From an optimization exercise on the open Yosys and OpenROAD flow, aimed at small area; shortcuts taken in it are not production practice.
At most, simulation tests tie the RTL to the original design; equivalence was not proved.
Function not checked in runs 1 to 3: the RTL went through the layout flow alone.
Power and IR drop assume default switching activity. No driver is modelled on the clock port, so clocking that relies on it looks cheaper here than on a real chip.

===== flow/run.sh =====
#!/bin/bash
# Layout flow: the standard flow (standard.sh, all ORFS steps) with:
#  - a copy of ORFS's scripts folder in which only abc_area.script is
#    replaced by flow/abc_area.script, an area-oriented ABC mapping script
#    (synthesis is otherwise the standard one: same Yosys passes, same
#    register mapping and names; only the combinational mapping differs);
#  - port buffers of the smallest buffer cell;
#  - clock tree synthesis without dummy loads.
set -euo pipefail
here=$(pwd)
rm -rf "$here/orfs_scripts"
cp -r "$FLOW_HOME/scripts" "$here/orfs_scripts"
cp "$here/flow/abc_area.script" "$here/orfs_scripts/abc_area.script"
bash "$here/standard.sh" \
  "SCRIPTS_DIR=$here/orfs_scripts" \
  ABC_AREA=1 \
  "BUFFER_PORTS_ARGS=-buffer_cell sky130_fd_sc_hd__buf_1" \
  "CTS_ARGS=-sink_clustering_enable -repair_clock_nets -dont_use_dummy_load -sink_clustering_size 31 -sink_clustering_max_diameter 100 -buf_list sky130_fd_sc_hd__clkbuf_16" \
  finish > "$here/standard_make.log" 2>&1

===== config.mk =====
export PLATFORM = sky130hd
export DESIGN_NAME = glyph_rain_engine
export DESIGN_NICKNAME = glyph_rain_engine
export VERILOG_FILES = /design/flow/design.v
export SDC_FILE = /design/flow/constraint.sdc
export NUM_CORES = 8
export LEC_CHECK = 0
export ABC_AREA = 1
export CAP_MARGIN = 0
export CORE_MARGIN = 2
export CORE_UTILIZATION = 65
export PLACE_DENSITY = 0.7
export SLEW_MARGIN = 0

===== constraint.sdc =====
create_clock -name core_clock -period 15.0 [get_ports {clk}]
set_input_delay 3.0000 -clock core_clock [delete_from_list [all_inputs] [get_ports {clk}]]
set_output_delay 3.0000 -clock core_clock [all_outputs]
set_load 0.01 [all_outputs]

===== standard.sh =====
#!/bin/bash
# synth_recipe.tcl (not shown) runs the flow's synth.tcl, then flattens the netlist and writes it again
# the make line also repeats each setting of config.mk as NAME=value (left out here)
make -C /OpenROAD-flow-scripts/flow DESIGN_CONFIG=/design/flow/config.mk WORK_HOME=/design/flow/orfs CLKGATE_MAP_FILE= SYNTH_SCRIPT=/design/flow/synth_recipe.tcl "${@:-finish}"

===== design.v =====
package glyph_rain_pkg;
    localparam int HEAD_W  = 7;
    localparam int STEP_W  = 2;
    localparam int SPEED_W = 2;
    localparam int TRAIL_W = 4;
    localparam int SEED_W  = 6;
    localparam logic [15:0] LFSR_SEED = 16'hACE1;
    localparam logic [15:0] LFSR_TAPS = 16'hB400;
    localparam logic [SPEED_W-1:0] RESET_SPEED = 2'd1;
    localparam logic [TRAIL_W-1:0] RESET_TRAIL = 4'd4;
    localparam logic [TRAIL_W-1:0] MIN_TRAIL   = 4'd4;
    localparam logic ST_IDLE = 1'b0;
    localparam logic ST_WALK = 1'b1;
endpackage
import glyph_rain_pkg::*;
module glyph_rain_column_state
#(
    parameter int NUM_COLS = 80,
    parameter int W        = 19
) (
    input  logic         clk,
    input  logic         rd_en_lo,    
    input  logic [6:0]   rd_slot,     
    output logic [W-1:0] rd_data,
    output logic [W-1:0] head_data,   
    input  logic [W-1:0] tail_data    
);
    logic [W-1:0] ring [NUM_COLS];
    always_ff @(posedge clk) begin
        for (int i = 0; i < NUM_COLS - 1; i++)
            ring[i] <= ring[i + 1];
        ring[NUM_COLS - 1] <= tail_data;
    end
    assign head_data = ring[0];
    localparam int NG = (NUM_COLS + 2) / 3;
    logic [NUM_COLS-1:0] sel, sel_lo;
    logic [W-1:0]        grp [NG];
    always_comb begin
        for (int i = 0; i < NUM_COLS; i++) begin
            sel[i]    = (rd_slot == 7'(i));
            sel_lo[i] = rd_en_lo && (rd_slot == 7'(i));
        end
        for (int g = 0; g < NG; g++) begin
            grp[g] = '0;
            for (int k = 0; k < 3; k++)
                if (3 * g + k < NUM_COLS)
                    grp[g] = grp[g] | (ring[3 * g + k] & {{(W-9){sel[3 * g + k]}}, {9{sel_lo[3 * g + k]}}});
        end
    end
    logic [W-1:0] lvl [6][NG];
    always_comb begin
        int n;
        for (int g = 0; g < NG; g++) lvl[0][g] = grp[g];
        n = NG;
        for (int l = 1; l < 6; l++) begin
            for (int g = 0; g < NG; g++) begin
                if (2 * g + 1 < n)      lvl[l][g] = lvl[l-1][2*g] | lvl[l-1][2*g+1];
                else if (2 * g < n)     lvl[l][g] = lvl[l-1][2*g];
                else                    lvl[l][g] = '0;
            end
            n = (n + 1) / 2;
        end
    end
    assign rd_data = lvl[5][0];
endmodule
import glyph_rain_pkg::*;
module glyph_rain_engine
#(
    parameter int NUM_COLS   = 80,
    parameter int NUM_ROWS   = 40,
    parameter int GLYPH_H    = 12,
    parameter int NUM_GLYPHS = 51
) (
    input  logic        clk,
    input  logic        reset,
    input  logic        frame_tick,
    input  logic        pause,
    input  logic [1:0]  palette_sel,
    input  logic        display_on,
    input  logic [10:0] hpos,
    input  logic [9:0]  vpos,
    output logic [5:0]  glyph_index,
    output logic [2:0]  glyph_x,
    output logic [3:0]  glyph_y,
    input  logic        glyph_pixel,
    output logic [5:0]  rgb,
    output logic        busy,
    output logic        overrun
);
    function automatic logic [5:0] palette_lookup(input logic [1:0] sel, input logic [2:0] idx);
        logic [5:0] c;
        case ({sel, idx})
            5'd0:  c = 6'h04; 5'd1:  c = 6'h04; 5'd2:  c = 6'h08; 5'd3:  c = 6'h08;
            5'd4:  c = 6'h0C; 5'd5:  c = 6'h0C; 5'd6:  c = 6'h1D; 5'd7:  c = 6'h2E;
            5'd8:  c = 6'h10; 5'd9:  c = 6'h10; 5'd10: c = 6'h20; 5'd11: c = 6'h24;
            5'd12: c = 6'h30; 5'd13: c = 6'h34; 5'd14: c = 6'h38; 5'd15: c = 6'h3C;
            5'd16: c = 6'h01; 5'd17: c = 6'h01; 5'd18: c = 6'h02; 5'd19: c = 6'h05;
            5'd20: c = 6'h06; 5'd21: c = 6'h0A; 5'd22: c = 6'h0F; 5'd23: c = 6'h1F;
            5'd24: c = 6'h15; 5'd25: c = 6'h15; 5'd26: c = 6'h15; 5'd27: c = 6'h2A;
            5'd28: c = 6'h2A; 5'd29: c = 6'h2A; 5'd30: c = 6'h2A; default: c = 6'h2A;
        endcase
        palette_lookup = c;
    endfunction
    function automatic logic [15:0] lfsr_next(input logic [15:0] cur);
        lfsr_next = {1'b0, cur[15:1]} ^ (cur[0] ? LFSR_TAPS : 16'h0000);
    endfunction
    localparam int W = 18;
    function automatic logic hc_ext(input logic [5:0] hc);
        hc_ext = (hc >= 6'd51);
    endfunction
    function automatic logic [5:0] dec_head(input logic [5:0] hc, input logic [1:0] sc_hi);
        dec_head = hc_ext(hc) ? {~hc[3:0], sc_hi} : hc;
    endfunction
    function automatic logic [3:0] dec_ss(input logic [5:0] hc, input logic [2:0] sc);
        if (hc_ext(hc))
            dec_ss = sc[0] ? 4'b1111 : 4'b1110;
        else if (sc[2])
            dec_ss = {sc[1:0], 2'b00};
        else begin
            case (sc[1:0])
                2'd0:    dec_ss = 4'b0101;
                2'd1:    dec_ss = 4'b1001;
                2'd2:    dec_ss = 4'b1010;
                default: dec_ss = 4'b1101;
            endcase
        end
    endfunction
    function automatic logic [8:0] enc_hs(input logic [5:0] head, input logic [1:0] spd, input logic [1:0] rem);
        if (rem == 2'd0)
            enc_hs = {head, 1'b1, spd};
        else if (spd == 2'd3 && rem != 2'd1)
            enc_hs = {2'b11, ~head[5:2], head[1:0], rem[0]};
        else begin
            case ({spd, rem})
                4'b0101: enc_hs = {head, 3'd0};
                4'b1001: enc_hs = {head, 3'd1};
                4'b1010: enc_hs = {head, 3'd2};
                default: enc_hs = {head, 3'd3};
            endcase
        end
    endfunction
    function automatic logic [W-1:0] col_update(input logic [W-1:0] cur, input logic [4:0] rnd, input logic en);
        logic [5:0] h;
        logic [2:0] tr;
        logic [5:0] sd;
        logic [1:0] spd, rem;
        h  = dec_head(cur[17:12], cur[11:10]);
        {spd, rem} = dec_ss(cur[17:12], cur[11:9]);
        tr = cur[8:6];
        sd = cur[5:0];
        if (!en) begin
        end else if (rem == 2'd0) begin
            sd = (sd == 6'd50) ? 6'd0 : sd + 6'd1;
            if (h == 6'd43 + {3'b000, tr}) begin
                h   = 6'd0;
                spd = rnd[1:0];
                tr  = rnd[4:2];
            end else begin
                h   = h + 6'd1;
            end
            rem = spd;
        end else begin
            rem = rem - 2'd1;
        end
        col_update = {en ? enc_hs(h, spd, rem) : cur[17:9], tr, sd};
    endfunction
    logic [6:0]  kn;         
    logic [6:0]  ph;         
    logic        pw;         
    logic        owe;        
    logic        fresh;      
    logic [15:0] lfsr;       
    logic        go;
    logic        ph_end;
    assign go     = frame_tick && !pause;
    assign ph_end = (ph == 7'(NUM_COLS - 1));
    always_ff @(posedge clk or posedge reset) begin
        if (reset) begin
            busy    <= 1'b0;
            kn      <= '0;
            overrun <= 1'b0;
            ph      <= '0;
            pw      <= 1'b0;
            owe     <= 1'b0;
            fresh   <= 1'b1;
            lfsr    <= LFSR_SEED;
        end else begin
            if (busy) begin
                if (go) overrun <= 1'b1;
                if (kn == 7'(NUM_COLS - 1)) begin
                    busy <= 1'b0;
                    kn   <= '0;
                end else begin
                    kn <= kn + 7'd1;
                end
            end else if (go) begin
                busy <= 1'b1;
            end
            ph <= ph_end ? 7'd0 : ph + 7'd1;
            if (ph_end) begin
                pw  <= owe || (!busy && go);
                owe <= 1'b0;
                if (pw) fresh <= 1'b0;
            end else if (!busy && go) begin
                owe <= 1'b1;
            end
            if (pw) lfsr <= lfsr_next(lfsr);
        end
    end
    logic [7:0]   s1_col;
    logic [6:0]   cp;           
    logic [6:0]   slot;
    logic [7:0]   slot_d;
    logic         cfresh;
    logic [W-1:0] rd_data;
    logic [W-1:0] ring_head;
    logic [W-1:0] ring_tail;
    logic [W-1:0] phys_cur;
    assign s1_col = hpos[10:3];
    assign cp     = (s1_col < 8'(NUM_COLS)) ? s1_col[6:0] : 7'd0;
    assign slot_d = {1'b0, cp} - {1'b0, ph};
    assign slot   = slot_d[7] ? slot_d[6:0] + 7'(NUM_COLS) : slot_d[6:0];
    glyph_rain_column_state #(
        .NUM_COLS (NUM_COLS),
        .W        (W)
    ) u_cols (
        .clk       (clk),
        .rd_en_lo  (!cfresh),
        .rd_slot   (slot),
        .rd_data   (rd_data),
        .head_data (ring_head),
        .tail_data (ring_tail)
    );
    function automatic logic [W-1:0] col_reset(input logic [6:0] c);
        logic [6:0] h;
        h = (c >= 7'(NUM_ROWS)) ? c - 7'(NUM_ROWS) : c;
        col_reset = {h[5:0], 3'd0, 3'd0, 6'd0};
    endfunction
    assign phys_cur  = fresh ? col_reset(ph) : ring_head;
    assign ring_tail = col_update(phys_cur, lfsr[4:0], pw);
    logic [7:0]  q;
    logic [6:0]  row;
    logic [1:0]  r3;
    logic        cp_lt_ph, cp_lt_kn, pend;
    logic [5:0]  ch;
    logic [2:0]  ctr;
    logic [5:0]  csd;
    logic        cz;
    logic [6:0]  pdist;
    logic        vis;
    always_comb begin
        logic [1:0] r;
        logic [2:0] t;
        q = vpos[9:2];
        r = 2'd0;
        row = '0;
        for (int i = 7; i >= 0; i--) begin
            t = {r, q[i]};
            if (t >= 3'd3) begin
                r = 2'(t - 3'd3);
                if (i < 7) row[i] = 1'b1;
            end else begin
                r = t[1:0];
            end
        end
        r3 = r;
    end
    assign cp_lt_ph = cp < ph;
    assign cp_lt_kn = cp < kn;
    assign cfresh   = fresh && !(pw && cp_lt_ph);
    assign pend     = (pw && !cp_lt_ph && (owe || !busy || cp_lt_kn)) ||
                      (owe && (!busy || cp_lt_kn));
    logic inc, resp;
    always_comb begin
        logic [W-1:0] base;
        base = {cfresh ? col_reset(cp) >> 9 : rd_data >> 9, 9'd0} | {9'd0, rd_data[8:0]};
        ch   = dec_head(base[17:12], base[11:10]);
        ctr  = base[8:6];
        csd  = base[5:0];
        cz   = !hc_ext(base[17:12]) && base[11];
    end
    assign inc  = pend && cz;
    assign resp = inc && (ch == 6'd43 + {3'b000, ctr});
    function automatic logic [7:0] rotl(input logic [7:0] x, input int k);
        rotl = (x << k) | (x >> (8 - k));
    endfunction
    function automatic logic [15:0] csa(input logic [7:0] a, input logic [7:0] b, input logic [7:0] c);
        logic [7:0] s, k;
        s = a ^ b ^ c;
        k = (a & b) | (a & c) | (b & c);
        csa = {rotl(k, 1), s};
    endfunction
    logic [5:0] gidx;
    always_comb begin
        logic [7:0] r8, ncol, u0, u1, t0, t1;
        logic [8:0] sum;
        logic [5:0] c;
        logic [6:0] y;
        r8   = {1'b0, row};
        ncol = ~s1_col;
        {u1, u0} = csa(rotl(s1_col, 3), ncol, rotl(r8, 6));
        {t1, t0} = csa(u0, u1, {2'b00, csd});
        sum = {1'b0, t0} + {1'b0, t1} + {8'd0, inc};
        case ({sum[7:6], sum[8]})
            3'b000: c = 6'd0;  3'b001: c = 6'd1;
            3'b010: c = 6'd13; 3'b011: c = 6'd14;
            3'b100: c = 6'd26; 3'b101: c = 6'd27;
            3'b110: c = 6'd39; default: c = 6'd40;
        endcase
        y = {1'b0, sum[5:0]} + {1'b0, c};
        if (y >= 7'd102)     gidx = 6'(y - 7'd102);
        else if (y >= 7'd51) gidx = 6'(y - 7'd51);
        else                 gidx = y[5:0];
    end
    assign pdist = {1'b0, ch} - row + {6'd0, inc};
    assign vis     = display_on && (s1_col < 8'(NUM_COLS)) && (vpos < 10'(NUM_ROWS * GLYPH_H));
    logic [1:0] s2_cls;
    logic [2:0] s2_idx;
    always_ff @(posedge clk or posedge reset) begin
        if (reset) begin
            glyph_index <= '0;
            glyph_x     <= '0;
            glyph_y     <= '0;
            s2_cls      <= '0;
        end else begin
            glyph_index <= gidx;
            glyph_x     <= hpos[2:0];
            glyph_y     <= {r3, vpos[1:0]};
            if (!vis)
                s2_cls <= 2'd0;
            else if (resp)
                s2_cls <= (row == 7'd0) ? 2'd1 : 2'd0;
            else if (pdist == 7'd0)
                s2_cls <= 2'd1;
            else if (pdist <= 7'd4 + {4'b0000, ctr})
                s2_cls <= 2'd2;
            else
                s2_cls <= 2'd0;
        end
    end
    always_ff @(posedge clk) begin
        s2_idx <= (pdist[6:3] != 4'd0) ? 3'd0 : 3'd0 - pdist[2:0];
    end
    always_ff @(posedge clk or posedge reset) begin
        if (reset)
            rgb <= '0;
        else if (!glyph_pixel)
            rgb <= '0;
        else if (s2_cls == 2'd1)
            rgb <= 6'h3F;
        else if (s2_cls == 2'd2)
            rgb <= palette_lookup(palette_sel, s2_idx);
        else
            rgb <= '0;
    end
endmodule

===== flow/abc_area.script =====
&get -n
&st
&dch
&nf -R 1000 -F 8 -A 4 -C 32
&put

==> flow_summary.ini, run 1 <==
[detailed_routing]
avgRoutedWirePerCell_um = 24.3
num_vias = 25900
ant_nets = 0
wl_um = 96200
drt_iter0_drc = 4283
via_per_inst = 6.53
drtPass1Iterations = 14
drc_errors = 0

[critical_path]
start_kind = input pin
worstSetupEndpointType = flop
critPathMostFrequentCell = nand2_1
r2r_cells = 40
r2r_setup_slack_ns = 3.97
cp.required_ns = 15.51
worstSetupStartpoint = hpos[7]
cp_slowest_cell = nand2_1
worst_r2r_endpoint = glyph_index[4]
worst_path_largest_cell_delay_ns = 0.96
worstReg2RegStart = ph[0]
worstSetupPathType = input pin to flop
crit_arrival_ns = 14.25
cp-endpoint = glyph_index[4]
critPathMaxFanout = 32

[placed_design]
io_buffers = 49
pre_cts_slack_ns = 0.926
gp_congestion = 0.907
dpl.hpwl_um = 67500

[cells_and_area]
fill_cells = 4387
drive_gt1_frac = 0.0410
final_common_cell = dfxtp_1
final_cell_mix = dfxtp_1 (1443), a222oi_1 (442), nor2_1 (132), nand4_1 (108), nor3_1 (104)
nNetsFinal = 3243
areaGrowthSynthToFinish_pct = 7.53
multi_input_area_um2 = 10500
seqCellArea_um2 = 30300

[power]
vdd_ir_drop_max_uv = 297
power_switching_uw = 1980
internal_power_uw = 5230
seqPwrFrac = 0.558
finalPower_uw = 7210
powerDensity_nw_per_um2 = 163
p_comb_frac = 0.199
clkPwrFrac = 0.243
netSwitchingFraction = 0.275
power.leakage_uw = 0.0165

[min_path]
hold_path.class = flop to flop

[global_route]
antenna_found_initial = 1
globalRoute.totalOverflow = 0
grt_pass1_vias = 25700
grt_start_max_net_pins = 63
grt_pass1_wl_um = 148000
grt_usage = 0.287

[yosys]
postSynthAreaPerCell_um2 = 13.9
yosys_warnings = 5
syn_inst = 2954
syn_nets = 3076
synth-seq-cells = 1499
ys_async_sr_fraction = 0.0374
ys_seq_area_frac = 0.737
ys_types = 51
synth_area_um2 = 41100
synth_edf_count = 0
dominantRegCellSynth = dfxtp_1

[clocking]
cts_tree = done
clockBufferDepth = 3
clkTransAtPathRegs_ns = 0.11
cts_buffers = 55
cts_num_sinks = 1499
ctsHoldBuffers = 0
clkLatencyLatePin_ns = 0.63
ctsHtreeMaxLevel = 2
root_buffer = clkbuf_16
post_cts_buffers = 0
cts_resized = 0

[sta]
hold_viol = 0
skew_ns = 0.0532
rsz0062_at_grt = false
fmax_ghz = 0.0728
max_slew.worst_pin.slew_ns = 1.39
relSlewSlack = 0.0746
finalCritPeriodShare = 0.916
fin_ws_ns = 1.26
period_minus_slack_ns = 13.74
drv_slew = 0
fin_setup_tns_ns = 0
setup_viol = 0

[die]
dieArea_um2 = 65300
initial_core_util = 0.654
fp-row-count = 92
fp.dieW_um = 256
pin_count = 50
core_area_um2 = 62900
die_h_um = 256

[run_status]
status = finished clean

[run]
max_cap_viol_count = 0
-- power groups by stage --
stage	sequential (uW)	clock [uW]	combinational, uW
3_5_place_dp	4110	0	1380
5_1_grt	4030	1910	1600
2_1_floorplan	4120	0	1050
3_3_place_gp	4110	0	1280
6_report	4020	1750	1440
4_1_cts	4020	1780	1400
-- flip-flops by register name (all words and copies together) (netlist names), 2 cells and up --
name,count
glyph_index,6
glyph_x,3
glyph_y,4
kn,7
lfsr,16
ph,7
rgb,6
s2_cls,2
s2_idx,3
u_cols.ring,1440
-- Yosys cell counts, types with 21 or more instances --
| master | n | area (um2) |
|---|---|---|
| a222oi_1 | 442 | 4420 |
| clkinv_1 | 85 | 319 |
| dfrtp_1 | 47 | 1180 |
| o21ai_0 | 49 | 245 |
| xnor2_1 | 41 | 359 |
| dfxtp_1 | 1443 | 28900 |
| nor2_1 | 132 | 495 |
| nand3_1 | 49 | 245 |
| ha_1 | 75 | 938 |
| a21oi_1 | 57 | 285 |
| nor3_1 | 104 | 521 |
| nand2_1 | 76 | 285 |
| nand4_1 | 108 | 676 |
| nor4_1 | 21 | 131 |
| nor2b_1 | 25 | 156 |
-- stage by stage --
step                      hold slack [ns]  area (um2)  instances  utilization
final                               0.300       44200       3966        0.704
after global routing                0.295       44200       3965        0.704
after CTS                           0.304       44200       3965        0.704
after detailed placement            0.312       42800       3910        0.682
after global placement              0.310       42800       3910        0.682
after floorplan                     0.310       41100       2954            -
-- how the worst min path moves through the flow --
stage                                   start                   to  slack (ns)  depth (start not counted)
final                     u_cols.ring[75][14]  u_cols.ring[74][14]        0.30                          0
after global routing      u_cols.ring[75][14]  u_cols.ring[74][14]        0.29                          0
after CTS                 u_cols.ring[75][14]  u_cols.ring[74][14]        0.30                          0
after detailed placement   u_cols.ring[13][9]   u_cols.ring[12][9]        0.31                          0
after global placement     u_cols.ring[37][9]   u_cols.ring[36][9]        0.31                          0
after floorplan             u_cols.ring[1][9]    u_cols.ring[0][9]        0.31                          0
-- cell type report --
cell class / count / share of cell area
flip-flops and latches: 1499 / 0.685
diodes: 1 / 0.0000566
repair buffers: 110 / 0.0145
inverters: 85 / 0.00721
clock buffers: 55 / 0.0311
well taps: 846 / 0.0239
multi-input cells: 1370 / 0.238
-- worst max-delay path, delay by kind of cell --
family                     cells  cell delay, ns
buffers and inverters          4            0.72
muxes                          1            0.24
and+or+nand+nor               16            3.66
xor gates and xnor gates       4            1.11
adders and majority gates      8            2.56
AOI/OAI and AO/OA             12            2.95
-- logic make-up (layout without fill, tap and decap cells) --
group,count (synthesis),count (layout),share of synthesized area
simple gates,549,549,0.0665
other cells,0,1,0
mux,23,23,0.00608
fa+ha+maj,94,94,0.0318
xor+xnor,59,59,0.0126
flops,1499,1499,0.737
buf+inv,85,250,0.00776
compound gates,645,645,0.138
-- layer usage --
layer | vias to the layer above | global-route usage | share of wire
met3 | 162 | 0.0361 | 0.057
met5 | - | 0 | 0
met1 | 12900 | 0.396 | 0.44
met4 | 0 | 0.105 | 0.036
met2 | 981 | 0.471 | 0.47
li1 | 11800 | - | -
==> inputs of run 2 (changes only) <==
--- a/design.v
+++ b/design.v
@@ -19,7 +19,6 @@
     parameter int W        = 19
 ) (
     input  logic         clk,
-    input  logic         rd_en_lo,    
     input  logic [6:0]   rd_slot,     
     output logic [W-1:0] rd_data,
     output logic [W-1:0] head_data,   
@@ -32,36 +31,30 @@
         ring[NUM_COLS - 1] <= tail_data;
     end
     assign head_data = ring[0];
-    localparam int NG = (NUM_COLS + 2) / 3;
-    logic [NUM_COLS-1:0] sel, sel_lo;
+    localparam int NG = NUM_COLS / 2;
+    logic [NUM_COLS-1:0] nsel;
     logic [W-1:0]        grp [NG];
     always_comb begin
-        for (int i = 0; i < NUM_COLS; i++) begin
-            sel[i]    = (rd_slot == 7'(i));
-            sel_lo[i] = rd_en_lo && (rd_slot == 7'(i));
-        end
-        for (int g = 0; g < NG; g++) begin
-            grp[g] = '0;
-            for (int k = 0; k < 3; k++)
-                if (3 * g + k < NUM_COLS)
-                    grp[g] = grp[g] | (ring[3 * g + k] & {{(W-9){sel[3 * g + k]}}, {9{sel_lo[3 * g + k]}}});
-        end
+        for (int i = 0; i < NUM_COLS; i++)
+            nsel[i] = (rd_slot != 7'(i));
+        for (int g = 0; g < NG; g++)
+            grp[g] = (ring[2 * g] | {W{nsel[2 * g]}}) & (ring[2 * g + 1] | {W{nsel[2 * g + 1]}});
     end
-    logic [W-1:0] lvl [6][NG];
+    logic [W-1:0] lvl [7][NG];
     always_comb begin
         int n;
         for (int g = 0; g < NG; g++) lvl[0][g] = grp[g];
         n = NG;
-        for (int l = 1; l < 6; l++) begin
+        for (int l = 1; l < 7; l++) begin
             for (int g = 0; g < NG; g++) begin
-                if (2 * g + 1 < n)      lvl[l][g] = lvl[l-1][2*g] | lvl[l-1][2*g+1];
+                if (2 * g + 1 < n)      lvl[l][g] = lvl[l-1][2*g] & lvl[l-1][2*g+1];
                 else if (2 * g < n)     lvl[l][g] = lvl[l-1][2*g];
-                else                    lvl[l][g] = '0;
+                else                    lvl[l][g] = '1;
             end
             n = (n + 1) / 2;
         end
     end
-    assign rd_data = lvl[5][0];
+    assign rd_data = lvl[6][0];
 endmodule
 import glyph_rain_pkg::*;
 module glyph_rain_engine
@@ -211,7 +204,6 @@
     logic [6:0]   cp;           
     logic [6:0]   slot;
     logic [7:0]   slot_d;
-    logic         cfresh;
     logic [W-1:0] rd_data;
     logic [W-1:0] ring_head;
     logic [W-1:0] ring_tail;
@@ -225,7 +217,6 @@
         .W        (W)
     ) u_cols (
         .clk       (clk),
-        .rd_en_lo  (!cfresh),
         .rd_slot   (slot),
         .rd_data   (rd_data),
         .head_data (ring_head),
@@ -241,7 +232,7 @@
     logic [7:0]  q;
     logic [6:0]  row;
     logic [1:0]  r3;
-    logic        cp_lt_ph, cp_lt_kn, pend;
+    logic        cp_lt_ph, cp_lt_kn, pend, cfresh;
     logic [5:0]  ch;
     logic [2:0]  ctr;
     logic [5:0]  csd;
@@ -273,7 +264,7 @@
     logic inc, resp;
     always_comb begin
         logic [W-1:0] base;
-        base = {cfresh ? col_reset(cp) >> 9 : rd_data >> 9, 9'd0} | {9'd0, rd_data[8:0]};
+        base = cfresh ? col_reset(cp) : rd_data;
         ch   = dec_head(base[17:12], base[11:10]);
         ctr  = base[8:6];
         csd  = base[5:0];
==> flow_summary.ini, run 2 <==
[run_status]
status = finished clean

[detailed_routing]
drtPass1Iterations = 5
ant_nets = 0
drt_iter0_drc = 2166
num_vias = 26000
wl_um = 98400
avgRoutedWirePerCell_um = 23.7
drc_errors = 0
via_per_inst = 6.25

[critical_path]
worst_r2r_endpoint = glyph_index[4]
critPathMostFrequentCell = nand2_1
start_kind = input pin
critPathMaxFanout = 17
cp.required_ns = 15.49
worst_path_largest_cell_delay_ns = 0.93
worstSetupPathType = input pin to flop
r2r_cells = 41
cp-endpoint = glyph_index[4]
cp_slowest_cell = nor4_1
crit_arrival_ns = 14.86
worstSetupEndpointType = flop
worstReg2RegStart = ph[0]
r2r_setup_slack_ns = 3.46
worstSetupStartpoint = hpos[7]

[yosys]
synth_top_family_by_area = compound AO/OA/AOI/OAI gates
synth_top_cells_by_count = dfxtp_1 (1443), o22ai_1 (688), nor4_1 (181), nand2_1 (144), clkinv_1 (87)
syn_nets = 3296
synth_fa_ha_area_frac = 0.0323
synth_most_common_cell = dfxtp_1
yosysTopAreaCellShare = 0.706
synth_edf_count = 0
synth-seq-cells = 1499
synthSimpleGateAreaFrac = 0.0691
yosys-mux-area-fraction = 0.00587
ys_async_sr_fraction = 0.0374
yosys_warnings = 5
ys_seq_area_frac = 0.741
postSynthAreaPerCell_um2 = 12.9
synth_compound_area_frac = 0.132
syn_inst = 3173
synth_area_um2 = 40900
ys_types = 46
synth_xor_area_frac = 0.0120
synthTopCellsByArea = dfxtp_1 (71%), o22ai_1 (11%), dfrtp_1 (2.9%)
synth_top_area_cell = dfxtp_1
dominantRegCellSynth = dfxtp_1

[global_route]
grt_pass1_vias = 25700
grt_pass1_wl_um = 151000
globalRoute.totalOverflow = 0
grt_usage = 0.302
grt_start_max_net_pins = 57
antenna_found_initial = 0

[run]
max_cap_viol_count = 0

[power]
finalPower_uw = 9500
power.leakage_uw = 0.0175
vdd_ir_drop_max_uv = 1830
powerDensity_nw_per_um2 = 216

[cells_and_area]
fin_cells = 4160
fill_cells = 4417
final_cell_mix = dfxtp_1 (1443), o22ai_1 (688), nor4_1 (178), nand2_1 (143), clkinv_1 (86)
areaGrowthSynthToFinish_pct = 7.28
reg.largest.list = u_cols.ring: 1440 flops, lfsr: 16 flops
drive_gt1_frac = 0.0349
stdcell_area_um2 = 43900
regMostFlops = u_cols.ring
final_common_cell = dfxtp_1
num_antenna_cells = 0
largest_reg_flops = 1440
nNetsFinal = 3448

[clocking]
cts_num_sinks = 1499
root_buffer = clkbuf_16
clkLatencyLatePin_ns = 0.67
ctsHtreeMaxLevel = 2
cts_buffers = 55
clkTransAtPathRegs_ns = 0.11
clockBufferDepth = 3
cts_tree = done

[sta]
max_slew.worst_pin.slew_ns = 1.25
drv_slew = 0
skew_ns = 0.0659
finalCritPeriodShare = 0.958
hold_viol = 0
fin_ws_ns = 0.627
rsz0062_at_grt = false
setup_viol = 0
fmax_ghz = 0.0696
relSlewSlack = 0.159
period_minus_slack_ns = 14.37
fin_setup_tns_ns = 0

[placed_design]
placed_cells = 4105
pre_cts_slack_ns = 0.554
place_area_um2 = 42500
gp_congestion = 0.918
dpl.hpwl_um = 69100
io_buffers = 49

[die]
initial_core_util = 0.660
fp.dieW_um = 255
fp-row-count = 91
core_area_um2 = 61900
dieArea_um2 = 64900
die_h_um = 255
pin_count = 50

[min_path]
whs_path_depth = 0
hold_path.class = flop to flop
run 2: changes by cell type after synthesis, sizes merged, moves of 5 or more:
| cell | before | now |
|---|---|---|
| nor2b | 25 | 18 |
| a222oi | 442 | 0 |
| nand3 | 49 | 17 |
| and3 | 5 | 10 |
| nand4 | 108 | 53 |
| nor2 | 132 | 76 |
| a21oi | 57 | 72 |
| o21ai | 49 | 42 |
| a22oi | 17 | 0 |
| o22ai | 15 | 688 |
| nor4 | 21 | 181 |
| or4 | 6 | 0 |
| nor3 | 104 | 25 |
| nand2 | 76 | 144 |
run 2: cells by family after synthesis:
group | after synthesis
flip-flops | 1499
AO/OA/AOI/OAI | 867
AND/OR/NAND/NOR | 547
adder cells (fa/ha/maj) | 95
buffers and inverters | 87
XOR/XNOR | 56
multiplexers | 22
run 2: power by group:
part           internal [uW]  switching [uW]  leakage, uW  total [uW]
registers               4070            16.8       0.0123        4090
clock network            661            1100     0.000678        1760
logic                   1440            2210      0.00452        3650
run 2: final cells by class:
cell class	instances	area (um2)	area share
timing repair buffer	95	529	0.0121
sequential	1499	30300	0.691
tap	837	1050	0.0239
clock buffer	55	1380	0.0314
inverter	87	327	0.00744
multi-input combinational	1587	10300	0.235
run 2: critical path: cells and delay by family:
family | cells | cell delay, ns
AO/OA/AOI/OAI | 12 | 2.56
XOR/XNOR | 5 | 1.86
adder cells (fa/ha/maj) | 8 | 2.41
buffers and inverters | 5 | 0.75
AND/OR/NAND/NOR | 16 | 4.26
run 2: per-layer routing:
layer,vias to the layer above,share of wire,global-route usage
met1,12900,0.46,0.436
met4,0,0.033,0.0999
li1,12100,-,-
met3,143,0.056,0.0357
met2,783,0.45,0.477
met5,-,0,0
run 2: worst min path at each step:
| stage | end | start | slack (ns) |
|---|---|---|---|
| after floorplan | u_cols.ring[0][9] | u_cols.ring[1][9] | 0.31 |
| after global placement | u_cols.ring[52][9] | u_cols.ring[53][9] | 0.31 |
| after detailed placement | u_cols.ring[19][9] | u_cols.ring[20][9] | 0.31 |
| after CTS | u_cols.ring[72][7] | u_cols.ring[73][7] | 0.29 |
| after global routing | u_cols.ring[72][7] | u_cols.ring[73][7] | 0.28 |
| final | u_cols.ring[72][7] | u_cols.ring[73][7] | 0.29 |
run 2: timing repair:
| action | in CTS | in global routing |
|---|---|---|
| setup buffers | 0 | 0 |
| resized for setup | 0 | 3 |
| endpoints found under the setup margin | 0 | 1 |
| hold buffers | 0 | 0 |
run 2: through the flow:
stage,hold WS (ns),utilization
after CTS,0.286,0.708
final,0.294,0.708
after global routing,0.285,0.708
after global placement,0.311,0.686
after detailed placement,0.312,0.686
after floorplan,0.310,-
==> inputs of run 3 (changes only) <==
--- a/design.v
+++ b/design.v
@@ -292,16 +292,26 @@
         {u1, u0} = csa(rotl(s1_col, 3), ncol, rotl(r8, 6));
         {t1, t0} = csa(u0, u1, {2'b00, csd});
         sum = {1'b0, t0} + {1'b0, t1} + {8'd0, inc};
-        case ({sum[7:6], sum[8]})
-            3'b000: c = 6'd0;  3'b001: c = 6'd1;
-            3'b010: c = 6'd13; 3'b011: c = 6'd14;
-            3'b100: c = 6'd26; 3'b101: c = 6'd27;
-            3'b110: c = 6'd39; default: c = 6'd40;
+        case (sum[8:5])
+            4'd0: c = 6'd0;
+            4'd1: c = 6'd32;
+            4'd2: c = 6'd13;
+            4'd3: c = 6'd45;
+            4'd4: c = 6'd26;
+            4'd5: c = 6'd7;
+            4'd6: c = 6'd39;
+            4'd7: c = 6'd20;
+            4'd8: c = 6'd1;
+            4'd9: c = 6'd33;
+            4'd10: c = 6'd14;
+            4'd11: c = 6'd46;
+            4'd12: c = 6'd27;
+            4'd13: c = 6'd8;
+            4'd14: c = 6'd40;
+            4'd15: c = 6'd21;
         endcase
-        y = {1'b0, sum[5:0]} + {1'b0, c};
-        if (y >= 7'd102)     gidx = 6'(y - 7'd102);
-        else if (y >= 7'd51) gidx = 6'(y - 7'd51);
-        else                 gidx = y[5:0];
+        y = {1'b0, c} + {2'b00, sum[4:0]};
+        gidx = (y >= 7'd51) ? 6'(y - 7'd51) : y[5:0];
     end
     assign pdist = {1'b0, ch} - row + {6'd0, inc};
     assign vis     = display_on && (s1_col < 8'(NUM_COLS)) && (vpos < 10'(NUM_ROWS * GLYPH_H));
==> flow_summary.ini, run 3 <==
[critical_path]
start_kind = input pin
worstSetupStartpoint = hpos[7]
cp.required_ns = 15.52
worstSetupPathType = input pin to flop
worstReg2RegStart = ph[2]
critPathMostFrequentCell = nand2_1
crit_arrival_ns = 14.64
critPathMaxFanout = 17
cp_slowest_cell = nor2b_1
worst_path_largest_cell_delay_ns = 0.81
worstSetupEndpointType = flop

[yosys]
synth_top_area_cell = dfxtp_1
synth-seq-cells = 1499
synth_most_common_cell = dfxtp_1
synth_compound_area_frac = 0.131
synth_xor_area_frac = 0.0131
synth_area_um2 = 40800
yosysTopAreaCellShare = 0.708
postSynthAreaPerCell_um2 = 12.9
syn_nets = 3275
synthSimpleGateAreaFrac = 0.0680
yosys_warnings = 5
synth_top_family_by_area = compound AO/OA/AOI/OAI gates
ys_async_sr_fraction = 0.0374
syn_inst = 3153
yosys-mux-area-fraction = 0.00607
synth_edf_count = 0
ys_types = 46
dominantRegCellSynth = dfxtp_1
ys_seq_area_frac = 0.742
synth_top_cells_by_count = dfxtp_1 (1443), o22ai_1 (690), nor4_1 (183), nand2_1 (152), clkinv_1 (77)
synth_fa_ha_area_frac = 0.0321
synthTopCellsByArea = dfxtp_1 (71%), o22ai_1 (11%), dfrtp_1 (2.9%)

[power]
netSwitchingFraction = 0.324
p_comb_frac = 0.330
power.leakage_uw = 0.0174
vdd_ir_drop_max_uv = 601
clkPwrFrac = 0.203
internal_power_uw = 5880
power_switching_uw = 2820
powerDensity_nw_per_um2 = 199
seqPwrFrac = 0.466

[clocking]
ctsHtreeMaxLevel = 2
cts_resized = 0
clockBufferDepth = 3
cts_num_sinks = 1499
root_buffer = clkbuf_16
clkTransAtPathRegs_ns = 0.10
cts_buffers = 55
post_cts_buffers = 0
ctsHoldBuffers = 0
cts_tree = done
clkLatencyLatePin_ns = 0.65

[global_route]
grt_pass1_wl_um = 155000
grt_start_max_net_pins = 57
grt_usage = 0.315
antenna_found_initial = 1
globalRoute.totalOverflow = 0
grt_pass1_vias = 25900

[cells_and_area]
drive_gt1_frac = 0.0333
reg.largest.list = u_cols.ring: 1440 flops, lfsr: 16 flops
final_common_cell = dfxtp_1
final_cell_mix = dfxtp_1 (1443), o22ai_1 (690), nor4_1 (181), nand2_1 (152), clkinv_1 (76)
nNetsFinal = 3423
final_core_util = 0.707
largest_reg_flops = 1440
regMostFlops = u_cols.ring
areaGrowthSynthToFinish_pct = 7.21
fill_cells = 4381

[die]
pin_count = 50
initial_core_util = 0.659
fp-row-count = 91
core_area_um2 = 61900
fp.dieW_um = 255
die_h_um = 255
dieArea_um2 = 64800

[sta]
period_minus_slack_ns = 14.12
drv_slew = 0
fin_setup_tns_ns = 0
rsz0062_at_grt = false
max_slew.worst_pin.slew_ns = 1.40
relSlewSlack = 0.0571
finalCritPeriodShare = 0.941
hold_viol = 0
skew_ns = 0.0647
setup_viol = 0
fmax_ghz = 0.0708

[min_path]
worstHoldStart = u_cols.ring[61][9]
hold_path.class = flop to flop

[detailed_routing]
avgRoutedWirePerCell_um = 24.8
drt_iter0_drc = 2441
num_vias = 26200
drc_errors = 0
drtPass1Iterations = 7
via_per_inst = 6.34
wl_um = 103000
ant_nets = 0

[run_status]
status = finished clean

[placed_design]
dpl.hpwl_um = 71500
gp_congestion = 0.929
io_buffers = 49

[run]
max_cap_viol_count = 0
-- run 3: changes by cell type in the layout (fill, tap and decap cells not counted), sizes merged, moves of 4 or more --
cell | previous run | this run
a211oi | 4 | 8
a21oi | 72 | 66
buf | 95 | 91
clkinv | 86 | 76
nand2 | 144 | 152
nand4 | 53 | 41
nor2 | 76 | 59
nor3 | 25 | 19
o21ai | 42 | 51
or4 | 0 | 8
xnor2 | 37 | 44
-- run 3: layout make-up --
| type | count | area [um2] | area share |
|---|---|---|---|
| sequential | 1499 | 30300 | 0.692 |
| multi-input combinational | 1577 | 10300 | 0.234 |
| clock buffer | 55 | 1380 | 0.0314 |
| tap | 837 | 1050 | 0.0239 |
| timing repair buffer | 91 | 499 | 0.0114 |
| inverter | 77 | 289 | 0.00660 |
| antenna | 1 | 2.50 | 0.0000572 |
-- run 3: logic make-up after synthesis --
group | Yosys count
simple gates | 533
compound gates | 866
mux | 23
buf+inv | 77
flops | 1499
fa+ha+maj | 94
xor+xnor | 61
-- run 3: power groups by stage --
stage	clock [uW]	sequential, uW	combinational, uW
after floorplan	0	4150	2140
after global placement	0	4150	2650
after detailed placement	0	4140	2810
after CTS	1780	4050	2850
after global routing	1910	4060	3190
final	1770	4050	2870
-- run 3: final timing paths --
kind	end	slack, ns	depth (start not counted)
setup / recovery	glyph_index[4]	0.88	42
hold / removal	u_cols.ring[60][9]	0.29	0
setup reg to reg	glyph_index[4]	3.88	40
hold reg to reg	u_cols.ring[60][9]	0.29	0
max in group asynchronous	lfsr[14]	11.97	3
min in group asynchronous	glyph_y[3]	2.51	3
-- run 3: worst max-delay path: cells and delay by family --
| kind | cells | cell delay [ns] |
|---|---|---|
| AND/OR/NAND/NOR | 15 | 4.05 |
| adder cells (fa/ha/maj) | 8 | 2.89 |
| AO/OA/AOI/OAI | 11 | 2.64 |
| XOR/XNOR | 5 | 1.00 |
| multiplexers | 1 | 0.62 |
| buffers and inverters | 2 | 0.39 |
-- run 3: routing by layer --
| metal | wire length [um] | track usage | share of wire |
|---|---|---|---|
| met3 | 6230 | 0.0419 | 0.061 |
| met4 | 5080 | 0.141 | 0.049 |
| met1 | 45300 | 0.441 | 0.44 |
| met5 | 13 | 0 | 0.00013 |
| met2 | 46100 | 0.493 | 0.45 |
-- run 3: per-stage QoR --
stage          std cells  total power [uW]  hold slack, ns  area (um2)  setup WS [ns]
6_report            4137              8690           0.290       43800          0.880
3_3_place_gp        4081              6800           0.311       42400           1.01
5_1_grt             4136              9150           0.292       43800          0.156
4_1_cts             4136              8690           0.296       43800           1.26
3_5_place_dp        4081              6960           0.312       42400          0.656
2_1_floorplan       3153              6290           0.310       40800           2.59
==> inputs of run 4 (changes only) <==
--- a/design.v
+++ b/design.v
@@ -31,30 +31,34 @@
         ring[NUM_COLS - 1] <= tail_data;
     end
     assign head_data = ring[0];
-    localparam int NG = NUM_COLS / 2;
-    logic [NUM_COLS-1:0] nsel;
+    localparam int NG = (NUM_COLS + 2) / 3;
+    logic [NUM_COLS-1:0] sel;
     logic [W-1:0]        grp [NG];
     always_comb begin
         for (int i = 0; i < NUM_COLS; i++)
-            nsel[i] = (rd_slot != 7'(i));
-        for (int g = 0; g < NG; g++)
-            grp[g] = (ring[2 * g] | {W{nsel[2 * g]}}) & (ring[2 * g + 1] | {W{nsel[2 * g + 1]}});
+            sel[i] = (rd_slot == 7'(i));
+        for (int g = 0; g < NG; g++) begin
+            grp[g] = '0;
+            for (int k = 0; k < 3; k++)
+                if (3 * g + k < NUM_COLS)
+                    grp[g] = grp[g] | (ring[3 * g + k] & {W{sel[3 * g + k]}});
+        end
     end
-    logic [W-1:0] lvl [7][NG];
+    logic [W-1:0] lvl [6][NG];
     always_comb begin
         int n;
         for (int g = 0; g < NG; g++) lvl[0][g] = grp[g];
         n = NG;
-        for (int l = 1; l < 7; l++) begin
+        for (int l = 1; l < 6; l++) begin
             for (int g = 0; g < NG; g++) begin
-                if (2 * g + 1 < n)      lvl[l][g] = lvl[l-1][2*g] & lvl[l-1][2*g+1];
+                if (2 * g + 1 < n)      lvl[l][g] = lvl[l-1][2*g] | lvl[l-1][2*g+1];
                 else if (2 * g < n)     lvl[l][g] = lvl[l-1][2*g];
-                else                    lvl[l][g] = '1;
+                else                    lvl[l][g] = '0;
             end
             n = (n + 1) / 2;
         end
     end
-    assign rd_data = lvl[6][0];
+    assign rd_data = lvl[5][0];
 endmodule
 import glyph_rain_pkg::*;
 module glyph_rain_engine
==> flow_summary.ini, run 4 <==
[critical_path]
worstSetupEndpointType = flop
worstSetupPathType = input pin to flop
r2r_setup_slack_ns = 4.05
worst_r2r_endpoint = glyph_index[1]
worstReg2RegStart = ph[2]
crit_arrival_ns = 14.11
critPathMaxFanout = 17
critPathMostFrequentCell = nand2_1
cp.required_ns = 15.50
r2r_cells = 40
cp_slowest_cell = nor4_1
start_kind = input pin
worst_path_largest_cell_delay_ns = 0.67

[min_path]
whs_path_depth = 0
holdPathEnd = u_cols.ring[25][9]
hold_path.class = flop to flop
worstHoldStart = u_cols.ring[26][9]

[detailed_routing]
drt_iter0_drc = 4197
drtPass1Iterations = 13
wl_um = 96200
drc_errors = 0
num_vias = 25300
via_per_inst = 6.55
ant_nets = 0
avgRoutedWirePerCell_um = 24.8

[clocking]
cts_resized = 0
cts_num_sinks = 1499
post_cts_buffers = 0
root_buffer = clkbuf_16
cts_tree = done
clkLatencyLatePin_ns = 0.65
ctsHtreeMaxLevel = 2
clkTransAtPathRegs_ns = 0.11
ctsHoldBuffers = 0
cts_buffers = 54
clockBufferDepth = 3

[global_route]
grt_pass1_wl_um = 147000
globalRoute.totalOverflow = 0
grt_pass1_vias = 24800
grt_start_max_net_pins = 57
grt_usage = 0.295
antenna_found_initial = 6

[sta]
drv_slew = 0
hold_viol = 0
setup_viol = 0
finalCritPeriodShare = 0.908
period_minus_slack_ns = 13.61
skew_ns = 0.0679
fmax_ghz = 0.0735
relSlewSlack = 0.0779
rsz0062_at_grt = false
max_slew.worst_pin.slew_ns = 1.38
fin_setup_tns_ns = 0

[cells_and_area]
stdcell_area_um2 = 43800
fin_cells = 3872
reg.largest.list = u_cols.ring: 1440 flops, lfsr: 16 flops
num_antenna_cells = 0
drive_gt1_frac = 0.0432
regMostFlops = u_cols.ring
largest_reg_flops = 1440
areaGrowthSynthToFinish_pct = 7.55
final_common_cell = dfxtp_1
fill_cells = 4265
final_cell_mix = dfxtp_1 (1443), a222oi_1 (442), nor2_1 (147), nand4_1 (109), clkinv_1 (76)
final_core_util = 0.708
nNetsFinal = 3158

[yosys]
syn_inst = 2868
yosysTopAreaCellShare = 0.710
ys_async_sr_fraction = 0.0374
synth_most_common_cell = dfxtp_1
ys_seq_area_frac = 0.745
yosys_warnings = 5
synthTopCellsByArea = dfxtp_1 (71%), a222oi_1 (11%), dfrtp_1 (2.9%)
ys_types = 47
dominantRegCellSynth = dfxtp_1
syn_nets = 2989
postSynthAreaPerCell_um2 = 14.2
synth_top_area_cell = dfxtp_1
synth_top_cells_by_count = dfxtp_1 (1443), a222oi_1 (442), nor2_1 (150), nand4_1 (109), clkinv_1 (77)
synth-seq-cells = 1499
synth_area_um2 = 40700
synth_edf_count = 0

[power]
power.leakage_uw = 0.0166
powerDensity_nw_per_um2 = 159
vdd_ir_drop_max_uv = 572
finalPower_uw = 6960

[placed_design]
dpl.hpwl_um = 67400
gp_congestion = 0.928
io_buffers = 49
placed_cells = 3817
place_area_um2 = 42400

[die]
pin_count = 50
die_h_um = 254
core_area_um2 = 61800
initial_core_util = 0.658
fp-row-count = 91
fp.dieW_um = 254
dieArea_um2 = 64600

[run]
max_cap_viol_count = 0

[run_status]
status = finished clean
-- run 4: changes by cell type after synthesis, sizes merged, moves of 6 or more --
| cell | previous run | this run |
|---|---|---|
| nand4 | 41 | 109 |
| a211oi | 8 | 2 |
| o22ai | 690 | 7 |
| o21ai | 51 | 40 |
| a222oi | 0 | 442 |
| a22oi | 0 | 17 |
| nand2 | 152 | 71 |
| o41ai | 0 | 8 |
| nor4 | 183 | 13 |
| xnor2 | 44 | 35 |
| nand3 | 18 | 48 |
| xor2 | 17 | 25 |
| nor2 | 59 | 150 |
-- run 4: stage by stage --
step                worst slack [ns]  hold WS [ns]
finish                          1.39         0.316
floorplan                       2.84         0.310
global route                   0.546         0.319
detailed placement             0.960         0.312
global placement                1.39         0.312
CTS                             1.59         0.318
-- run 4: layout make-up --
type                    count  area (um2)  share of cell area
well taps                 837        1050              0.0239
multi-input cells        1292       10100               0.231
clock buffers              54        1350              0.0309
flip-flops and latches   1499       30300               0.693
repair buffers            113         664              0.0152
inverters                  77         289             0.00661
-- run 4: logic make-up after synthesis --
family                   share of synthesized area
flip-flops                                   0.745
AO/OA/AOI/OAI                                0.140
AND/OR/NAND/NOR                             0.0572
adder cells (fa/ha/maj)                     0.0319
buffers and inverters                      0.00710
XOR/XNOR                                    0.0129
multiplexers                               0.00584
-- run 4: critical path: cells and delay by family --
kind	cells	cell delay (ns)
buffers and inverters	5	0.76
AND/OR/NAND/NOR	13	3.34
AO/OA/AOI/OAI	13	2.85
XOR/XNOR	4	0.93
multiplexers	1	0.35
adder cells (fa/ha/maj)	8	2.83
-- run 4: metal layers --
metal,vias up,share of wire,global-route usage
met5,-,0.00014,0
met4,2,0.033,0.0946
met3,141,0.066,0.0355
met2,986,0.48,0.478
met1,12700,0.43,0.416
li1,11500,-,-
-- run 4: where the power goes --
group | internal, uW | switching [uW]
logic | 464 | 717
clock network | 650 | 1090
registers | 4030 | 19.7
total | 5140 | 1820
-- run 4: worst max-delay path by stage --
stage / startpoint / endpoint / slack [ns] / cells after the start
4_1_cts: hpos[7] / glyph_index[1] / 1.59 / 44
3_5_place_dp: hpos[7] / glyph_index[1] / 0.96 / 44
2_1_floorplan: vpos[8] / glyph_index[1] / 2.84 / 46
6_report: hpos[7] / glyph_index[1] / 1.39 / 44
5_1_grt: hpos[7] / glyph_index[1] / 0.55 / 43
3_3_place_gp: hpos[7] / glyph_index[1] / 1.39 / 42
==> inputs of run 5 (changes only) <==
--- a/flow/run.sh
+++ b/flow/run.sh
@@ -15,5 +15,5 @@
   "SCRIPTS_DIR=$here/orfs_scripts" \
   ABC_AREA=1 \
   "BUFFER_PORTS_ARGS=-buffer_cell sky130_fd_sc_hd__buf_1" \
-  "CTS_ARGS=-sink_clustering_enable -repair_clock_nets -dont_use_dummy_load -sink_clustering_size 31 -sink_clustering_max_diameter 100 -buf_list sky130_fd_sc_hd__clkbuf_16" \
+  "CTS_ARGS=-sink_clustering_enable -repair_clock_nets -dont_use_dummy_load -sink_clustering_size 28 -sink_clustering_max_diameter 100 -buf_list sky130_fd_sc_hd__clkbuf_16" \
   finish > "$here/standard_make.log" 2>&1
==> flow_summary.ini, run 5 <==
[run_status]
status = finished clean

[power]
internal_power_uw = 5190
clkPwrFrac = 0.257
seqPwrFrac = 0.575
powerDensity_nw_per_um2 = 160
power_switching_uw = 1840
p_comb_frac = 0.168
vdd_ir_drop_max_uv = 567
power.leakage_uw = 0.0166
netSwitchingFraction = 0.262

[die]
die_h_um = 254
initial_core_util = 0.658
fp-row-count = 91
dieArea_um2 = 64600
fp.dieW_um = 254
pin_count = 50
core_area_um2 = 61800

[yosys]
syn_nets = 2989
yosysTopAreaCellShare = 0.710
ys_types = 47
ys_async_sr_fraction = 0.0374
dominantRegCellSynth = dfxtp_1
ys_seq_area_frac = 0.745
synth_area_um2 = 40700
synth_edf_count = 0
synth-seq-cells = 1499
postSynthAreaPerCell_um2 = 14.2
yosys_warnings = 5
syn_inst = 2868
synth_top_cells_by_count = dfxtp_1 (1443), a222oi_1 (442), nor2_1 (150), nand4_1 (109), clkinv_1 (77)
synthTopCellsByArea = dfxtp_1 (71%), a222oi_1 (11%), dfrtp_1 (2.9%)
synth_top_area_cell = dfxtp_1
synth_most_common_cell = dfxtp_1

[critical_path]
worstSetupEndpointType = flop
cp.required_ns = 15.51
start_kind = input pin
crit_arrival_ns = 14.09
worst_path_largest_cell_delay_ns = 0.66
critPathMostFrequentCell = nand2_1
critPathMaxFanout = 17
cp_slowest_cell = nor4_1
worstSetupPathType = input pin to flop

[clocking]
post_cts_buffers = 0
ctsHoldBuffers = 0
cts_buffers = 59
clockBufferDepth = 3
clkTransAtPathRegs_ns = 0.10
root_buffer = clkbuf_16
cts_num_sinks = 1499
ctsHtreeMaxLevel = 2
cts_resized = 0
clkLatencyLatePin_ns = 0.68
cts_tree = done

[cells_and_area]
fill_cells = 4228
fin_cells = 3877
reg.largest.list = u_cols.ring: 1440 flops, lfsr: 16 flops
regMostFlops = u_cols.ring
nNetsFinal = 3163
largest_reg_flops = 1440
drive_gt1_frac = 0.0444
areaGrowthSynthToFinish_pct = 7.85
final_common_cell = dfxtp_1
final_cell_mix = dfxtp_1 (1443), a222oi_1 (442), nor2_1 (148), nand4_1 (109), clkinv_1 (76)
num_antenna_cells = 0

[global_route]
globalRoute.totalOverflow = 0
grt_usage = 0.296
grt_pass1_vias = 25100
grt_start_max_net_pins = 57
grt_pass1_wl_um = 147000
antenna_found_initial = 4

[detailed_routing]
met1_length_um = 40900
highest_layer = met4
drt_iter0_drc = 3945
drc_errors = 0
wl_met3_um = 6900
via_per_inst = 6.52
wl_met2_um = 46300
wl_um = 97000
num_vias = 25300
ant_nets = 0
avgRoutedWirePerCell_um = 25.0
drtPass1Iterations = 12

[placed_design]
gp_congestion = 0.928
io_buffers = 49
pre_cts_slack_ns = 0.960
dpl.hpwl_um = 67400
placed_cells = 3817

[run]
max_cap_viol_count = 0

[sta]
setup_viol = 0
rsz0062_at_grt = false
fin_setup_tns_ns = 0
fin_ws_ns = 1.42
relSlewSlack = 0.0692
drv_slew = 0
skew_ns = 0.0659
finalCritPeriodShare = 0.905
fmax_ghz = 0.0736
hold_viol = 0
max_slew.worst_pin.slew_ns = 1.39
period_minus_slack_ns = 13.58

[min_path]
hold_path.class = flop to flop
==> run 5: cell count changes in the layout (fill, tap and decap cells not counted), sizes merged <==
cell	delta
clkbuf	+5
==> run 5: worst paths after layout <==
| kind | endpoint | cells past startpoint | slack, ns | startpoint |
|---|---|---|---|---|
| setup / recovery | glyph_index[1] | 44 | 1.42 | hpos[7] |
| hold / removal | u_cols.ring[65][13] | 0 | 0.30 | u_cols.ring[66][13] |
| setup reg to reg | glyph_index[1] | 40 | 4.06 | ph[2] |
| hold reg to reg | u_cols.ring[65][13] | 0 | 0.30 | u_cols.ring[66][13] |
| max in group asynchronous | glyph_index[4] | 2 | 11.62 | reset |
| min in group asynchronous | overrun | 2 | 2.64 | reset |
==> run 5: through the flow <==
step	total power (uW)	utilization	hold slack, ns	area [um2]
2_1_floorplan	5000	-	0.310	40700
3_3_place_gp	5190	0.686	0.312	42400
3_5_place_dp	5280	0.686	0.312	42400
4_1_cts	7030	0.710	0.291	43900
5_1_grt	7340	0.710	0.304	43900
6_report	7040	0.710	0.304	43900
==> run 5: logic make-up (layout without fill, tap and decap cells) <==
group                    Yosys count  after routing  share of synthesized area
multiplexers                      22             22                    0.00584
adder cells (fa/ha/maj)           93             93                     0.0319
AND/OR/NAND/NOR                  472            472                     0.0572
flip-flops                      1499           1499                      0.745
AO/OA/AOI/OAI                    645            645                      0.140
XOR/XNOR                          60             60                     0.0129
buffers and inverters             77            249                    0.00710
==> run 5: per-layer routing <==
metal,up-vias,global-route usage
li1,11500,-
met1,12600,0.412
met2,1030,0.488
met3,134,0.0390
met4,0,0.0908
met5,-,0
==> run 5: critical path, delay by kind of cell <==
family | cells | cell delay [ns]
fa+ha+maj | 8 | 2.84
buf+inv | 5 | 0.75
xor+xnor | 4 | 0.93
simple gates | 13 | 3.32
compound gates | 13 | 2.87
mux | 1 | 0.34
==> run 5: final cells by class <==
class / instances / area [um2] / area share
Tap cell: 837 / 1050 / 0.0239
Timing Repair Buffer: 113 / 664 / 0.0151
Multi-Input combinational cell: 1292 / 10100 / 0.230
Clock buffer: 59 / 1480 / 0.0337
Sequential cell: 1499 / 30300 / 0.691
Inverter: 77 / 289 / 0.00659
==> run 5: power groups by stage <==
stage	logic, uW	clock network (uW)	registers, uW
5_1_grt	1320	1970	4050
3_3_place_gp	1060	0	4140
3_5_place_dp	1150	0	4140
4_1_cts	1150	1830	4040
2_1_floorplan	865	0	4140
6_report	1180	1810	4050
==> inputs of run 6 (changes only) <==
--- a/design.v
+++ b/design.v
@@ -296,26 +296,16 @@
         {u1, u0} = csa(rotl(s1_col, 3), ncol, rotl(r8, 6));
         {t1, t0} = csa(u0, u1, {2'b00, csd});
         sum = {1'b0, t0} + {1'b0, t1} + {8'd0, inc};
-        case (sum[8:5])
-            4'd0: c = 6'd0;
-            4'd1: c = 6'd32;
-            4'd2: c = 6'd13;
-            4'd3: c = 6'd45;
-            4'd4: c = 6'd26;
-            4'd5: c = 6'd7;
-            4'd6: c = 6'd39;
-            4'd7: c = 6'd20;
-            4'd8: c = 6'd1;
-            4'd9: c = 6'd33;
-            4'd10: c = 6'd14;
-            4'd11: c = 6'd46;
-            4'd12: c = 6'd27;
-            4'd13: c = 6'd8;
-            4'd14: c = 6'd40;
-            4'd15: c = 6'd21;
+        case ({sum[7:6], sum[8]})
+            3'b000: c = 6'd0;  3'b001: c = 6'd1;
+            3'b010: c = 6'd13; 3'b011: c = 6'd14;
+            3'b100: c = 6'd26; 3'b101: c = 6'd27;
+            3'b110: c = 6'd39; default: c = 6'd40;
         endcase
-        y = {1'b0, c} + {2'b00, sum[4:0]};
-        gidx = (y >= 7'd51) ? 6'(y - 7'd51) : y[5:0];
+        y = {1'b0, sum[5:0]} + {1'b0, c};
+        if (y >= 7'd102)     gidx = 6'(y - 7'd102);
+        else if (y >= 7'd51) gidx = 6'(y - 7'd51);
+        else                 gidx = y[5:0];
     end
     assign pdist = {1'b0, ch} - row + {6'd0, inc};
     assign vis     = display_on && (s1_col < 8'(NUM_COLS)) && (vpos < 10'(NUM_ROWS * GLYPH_H));
==> run.sh (new file) <==
#!/bin/bash
# synth_recipe.tcl (not shown) runs the flow's synth.tcl, then flattens the netlist and writes it again
# the make line also repeats each setting of config.mk as NAME=value (left out here)
make -C /OpenROAD-flow-scripts/flow DESIGN_CONFIG=/design/flow/config.mk WORK_HOME=/design/flow/orfs CLKGATE_MAP_FILE= SYNTH_SCRIPT=/design/flow/synth_recipe.tcl finish
--- a/config.mk
+++ b/config.mk
@@ -9,5 +9,8 @@
 export CAP_MARGIN = 0
 export CORE_MARGIN = 2
 export CORE_UTILIZATION = 65
+export CTS_BUF_LIST = sky130_fd_sc_hd__clkbuf_16
+export CTS_CLUSTER_DIAMETER = 100
+export CTS_CLUSTER_SIZE = 31
 export PLACE_DENSITY = 0.7
 export SLEW_MARGIN = 0
removed: flow/run.sh
removed: flow/abc_area.script
removed: standard.sh
==> flow_summary.ini, run 6 <==
[detailed_routing]
via_per_inst = 5.87
wl_um = 150000
drt_iter0_drc = 3943
avgRoutedWirePerCell_um = 25.7
drc_errors = 0
ant_nets = 0
num_vias = 34300
drtPass1Iterations = 5

[yosys]
yosys_warnings = 5
synth_xor_area_frac = 0.00734
synth_fa_ha_area_frac = 0.0282
syn_nets = 4964
dominantRegCellSynth = dfxtp_1
ys_seq_area_frac = 0.651
postSynthAreaPerCell_um2 = 9.62
ys_types = 57
synth_top_area_cell = dfxtp_1
synth_most_common_cell = dfxtp_1
yosysTopAreaCellShare = 0.620
yosys-mux-area-fraction = 0.000215
synth_compound_area_frac = 0.0556
synth_top_cells_by_count = dfxtp_1 (1443), nand2_1 (1327), nand3_1 (399), nor2_1 (348), inv_1 (327)
synthSimpleGateAreaFrac = 0.212
synthTopCellsByArea = dfxtp_1 (62%), nand2_1 (11%), nand3_1 (4.3%)
synth_top_family_by_area = simple AND/OR/NAND/NOR gates
ys_async_sr_fraction = 0.0374
syn_inst = 4841
synth_area_um2 = 46600
synth_edf_count = 0
synth-seq-cells = 1499

[critical_path]
r2r_setup_slack_ns = 4.12
cp_slowest_cell = nor4_1
worstSetupPathType = input pin to flop
cp.required_ns = 15.55
worstReg2RegStart = ph[0]
worst_r2r_endpoint = glyph_index[3]
critPathMaxFanout = 34
start_kind = input pin
worstSetupEndpointType = flop
worst_path_largest_cell_delay_ns = 1.02
crit_arrival_ns = 14.52
r2r_cells = 43
critPathMostFrequentCell = inv_1

[clocking]
ctsHoldBuffers = 0
cts_buffers = 54
ctsHtreeMaxLevel = 2
cts_tree = done
clockBufferDepth = 3
clkTransAtPathRegs_ns = 0.11
clkLatencyLatePin_ns = 0.68
cts_resized = 0
root_buffer = clkbuf_16
cts_num_sinks = 1499
post_cts_buffers = 0

[die]
initial_core_util = 0.654
pin_count = 50
fp-row-count = 98
core_area_um2 = 71200
dieArea_um2 = 73800
die_h_um = 272
fp.dieW_um = 272

[sta]
relSlewSlack = 0.116
rsz0062_at_grt = false
drv_slew = 0
fin_setup_tns_ns = 0
finalCritPeriodShare = 0.932
hold_viol = 0
period_minus_slack_ns = 13.98
setup_viol = 0
fmax_ghz = 0.0715
max_slew.worst_pin.slew_ns = 1.31
skew_ns = 0.0242

[global_route]
grt_start_max_net_pins = 59
antenna_found_initial = 9
grt_pass1_wl_um = 215000
grt_usage = 0.401
grt_pass1_vias = 32200
globalRoute.totalOverflow = 0

[min_path]
worstHoldStart = u_cols.ring[46][9]
holdPathEnd = u_cols.ring[45][9]
whs_path_depth = 0
hold_path.class = flop to flop

[cells_and_area]
fin_cells = 5835
reg.largest.list = u_cols.ring: 1440 flops, lfsr: 16 flops
drive_gt1_frac = 0.0504
regMostFlops = u_cols.ring
fill_cells = 5612
largest_reg_flops = 1440
final_common_cell = dfxtp_1
nNetsFinal = 4998
final_cell_mix = dfxtp_1 (1443), nand2_1 (1327), nand3_1 (399), nor2_1 (338), inv_1 (329)
areaGrowthSynthToFinish_pct = 6.43
final_core_util = 0.696

[placed_design]
io_buffers = 49
dpl.hpwl_um = 111000
gp_congestion = 1.04
placed_cells = 5769

[power]
power.leakage_uw = 0.0219
vdd_ir_drop_max_uv = 464
powerDensity_nw_per_um2 = 158

[run_status]
status = finished clean

[run]
max_cap_viol_count = 0
[run 6: cell types whose count changed after synthesis, moves of 38 or more]
cell      previous run  this run
buf_2                0       115
a22o_1               0        57
a21oi_1             66       105
nand2_1             71      1327
a222oi_1           442         0
inv_1                0       327
nand3_1             48       399
a221oi_1             2        40
clkinv_1            77         0
nor2_1             150       348
[run 6: routing by layer]
metal	wire, um	share of wire	GRT usage	vias up
met1	60100	0.40	0.541	16300
met5	41	0.00027	0	-
met4	12800	0.085	0.289	6
met3	14800	0.099	0.0785	443
met2	62300	0.42	0.580	1834
li1	-	-	-	15700
[run 6: where the power goes]
| part | leakage [uW] | total, uW | internal [uW] | switching, uW |
|---|---|---|---|---|
| clock network | 0.000713 | 1820 | 660 | 1160 |
| logic | 0.00888 | 1960 | 702 | 1260 |
| registers | 0.0123 | 4040 | 4030 | 8.84 |
| total | 0.0219 | 7820 | 5390 | 2430 |
[run 6: how the worst max path moves through the flow]
stage,start,endpoint,cells past startpoint
global route,hpos[7],glyph_index[5],50
CTS,hpos[7],glyph_index[3],49
floorplan,vpos[8],glyph_index[4],59
detailed placement,hpos[7],glyph_index[3],49
finish,hpos[7],glyph_index[3],49
global placement,hpos[7],glyph_index[4],49
[run 6: stage by stage]
stage	worst slack, ns	area [um2]	hold WS (ns)	power, uW
finish	1.02	49600	0.332	7820
CTS	1.27	49600	0.333	7800
global route	0.473	49600	0.334	8230
global placement	0.678	48100	0.311	6070
floorplan	3.90	46600	0.310	5590
detailed placement	0.564	48100	0.312	6070
[run 6: area by class of cell]
class,instances,area (um2),share of cell area
tap,950,1190,0.0240
multi-input combinational,2839,14200,0.286
clock inverter,10,73.8,0.00149
timing repair buffer,137,1150,0.0232
clock buffer,54,1350,0.0273
sequential,1499,30300,0.611
inverter,344,1290,0.0261
antenna,2,5.00,0.000101
[run 6: critical path: cells and delay by family]
family          cells  cell delay, ns
simple gates       19            4.48
buf+inv            11            1.57
xor+xnor            3            0.74
fa+ha+maj           8            2.37
compound gates      8            2.33
[run 6: logic make-up after synthesis]
logic type / after synthesis
simple gates: 2322
xor+xnor: 39
mux: 1
buf+inv: 503
flops: 1499
compound gates: 383
fa+ha+maj: 94

[separate check: timing with driven ports]
How much do the figures lean on ideal ports? The routed layouts below were timed once more, with nothing changed but the port constraints. Step 1 (the two cells are an assumption about what drives the block):
set clk [get_ports {clk}]
set_driving_cell -lib_cell sky130_fd_sc_hd__clkbuf_16 $clk
set_driving_cell -lib_cell sky130_fd_sc_hd__buf_2 [delete_from_list [all_inputs] $clk]
Step 2 moves the port delays by t, midway between the first and last clock arrival at a register: inputs arrive t later, outputs are due t later. That takes back most of the time a late clock gives input paths. Slacks: ideal ports / drivers / drivers and shift; pairs: ideal ports / drivers.
| run | shift t [ns] | slack for setup (ns) | hold slack, ns | worst setup path at the end | worst data-port slew with drivers (ns) |
|---|---|---|---|---|---|
| run 1 | 0.685 | 1.263 / 1.301 / 0.615 | 0.300 / 0.300 / 0.300 | input to register | 0.04 |
| run 2 | 0.680 | 0.627 / 0.665 / -0.015 | 0.294 / 0.294 / 0.294 | input to register | 0.04 |
| run 3 | 0.685 | 0.880 / 0.905 / 0.220 | 0.290 / 0.290 / 0.290 | input to register | 0.05 |
| run 4 | 0.679 | 1.386 / 1.405 / 0.726 | 0.316 / 0.316 / 0.316 | input to register | 0.05 |
| run 5 | 0.713 | 1.421 / 1.436 / 0.723 | 0.304 / 0.304 / 0.304 | input to register | 0.05 |
| run 6 | 0.738 | 1.024 / 1.067 / 0.329 | 0.332 / 0.332 / 0.332 | input to register | 0.06 |
Met with ideal ports but missed after step 2: setup timing in run 2. For run 5, which loses most, drivers alone change the setup slack by +0.015 ns; drivers and shift together by -0.698 ns.
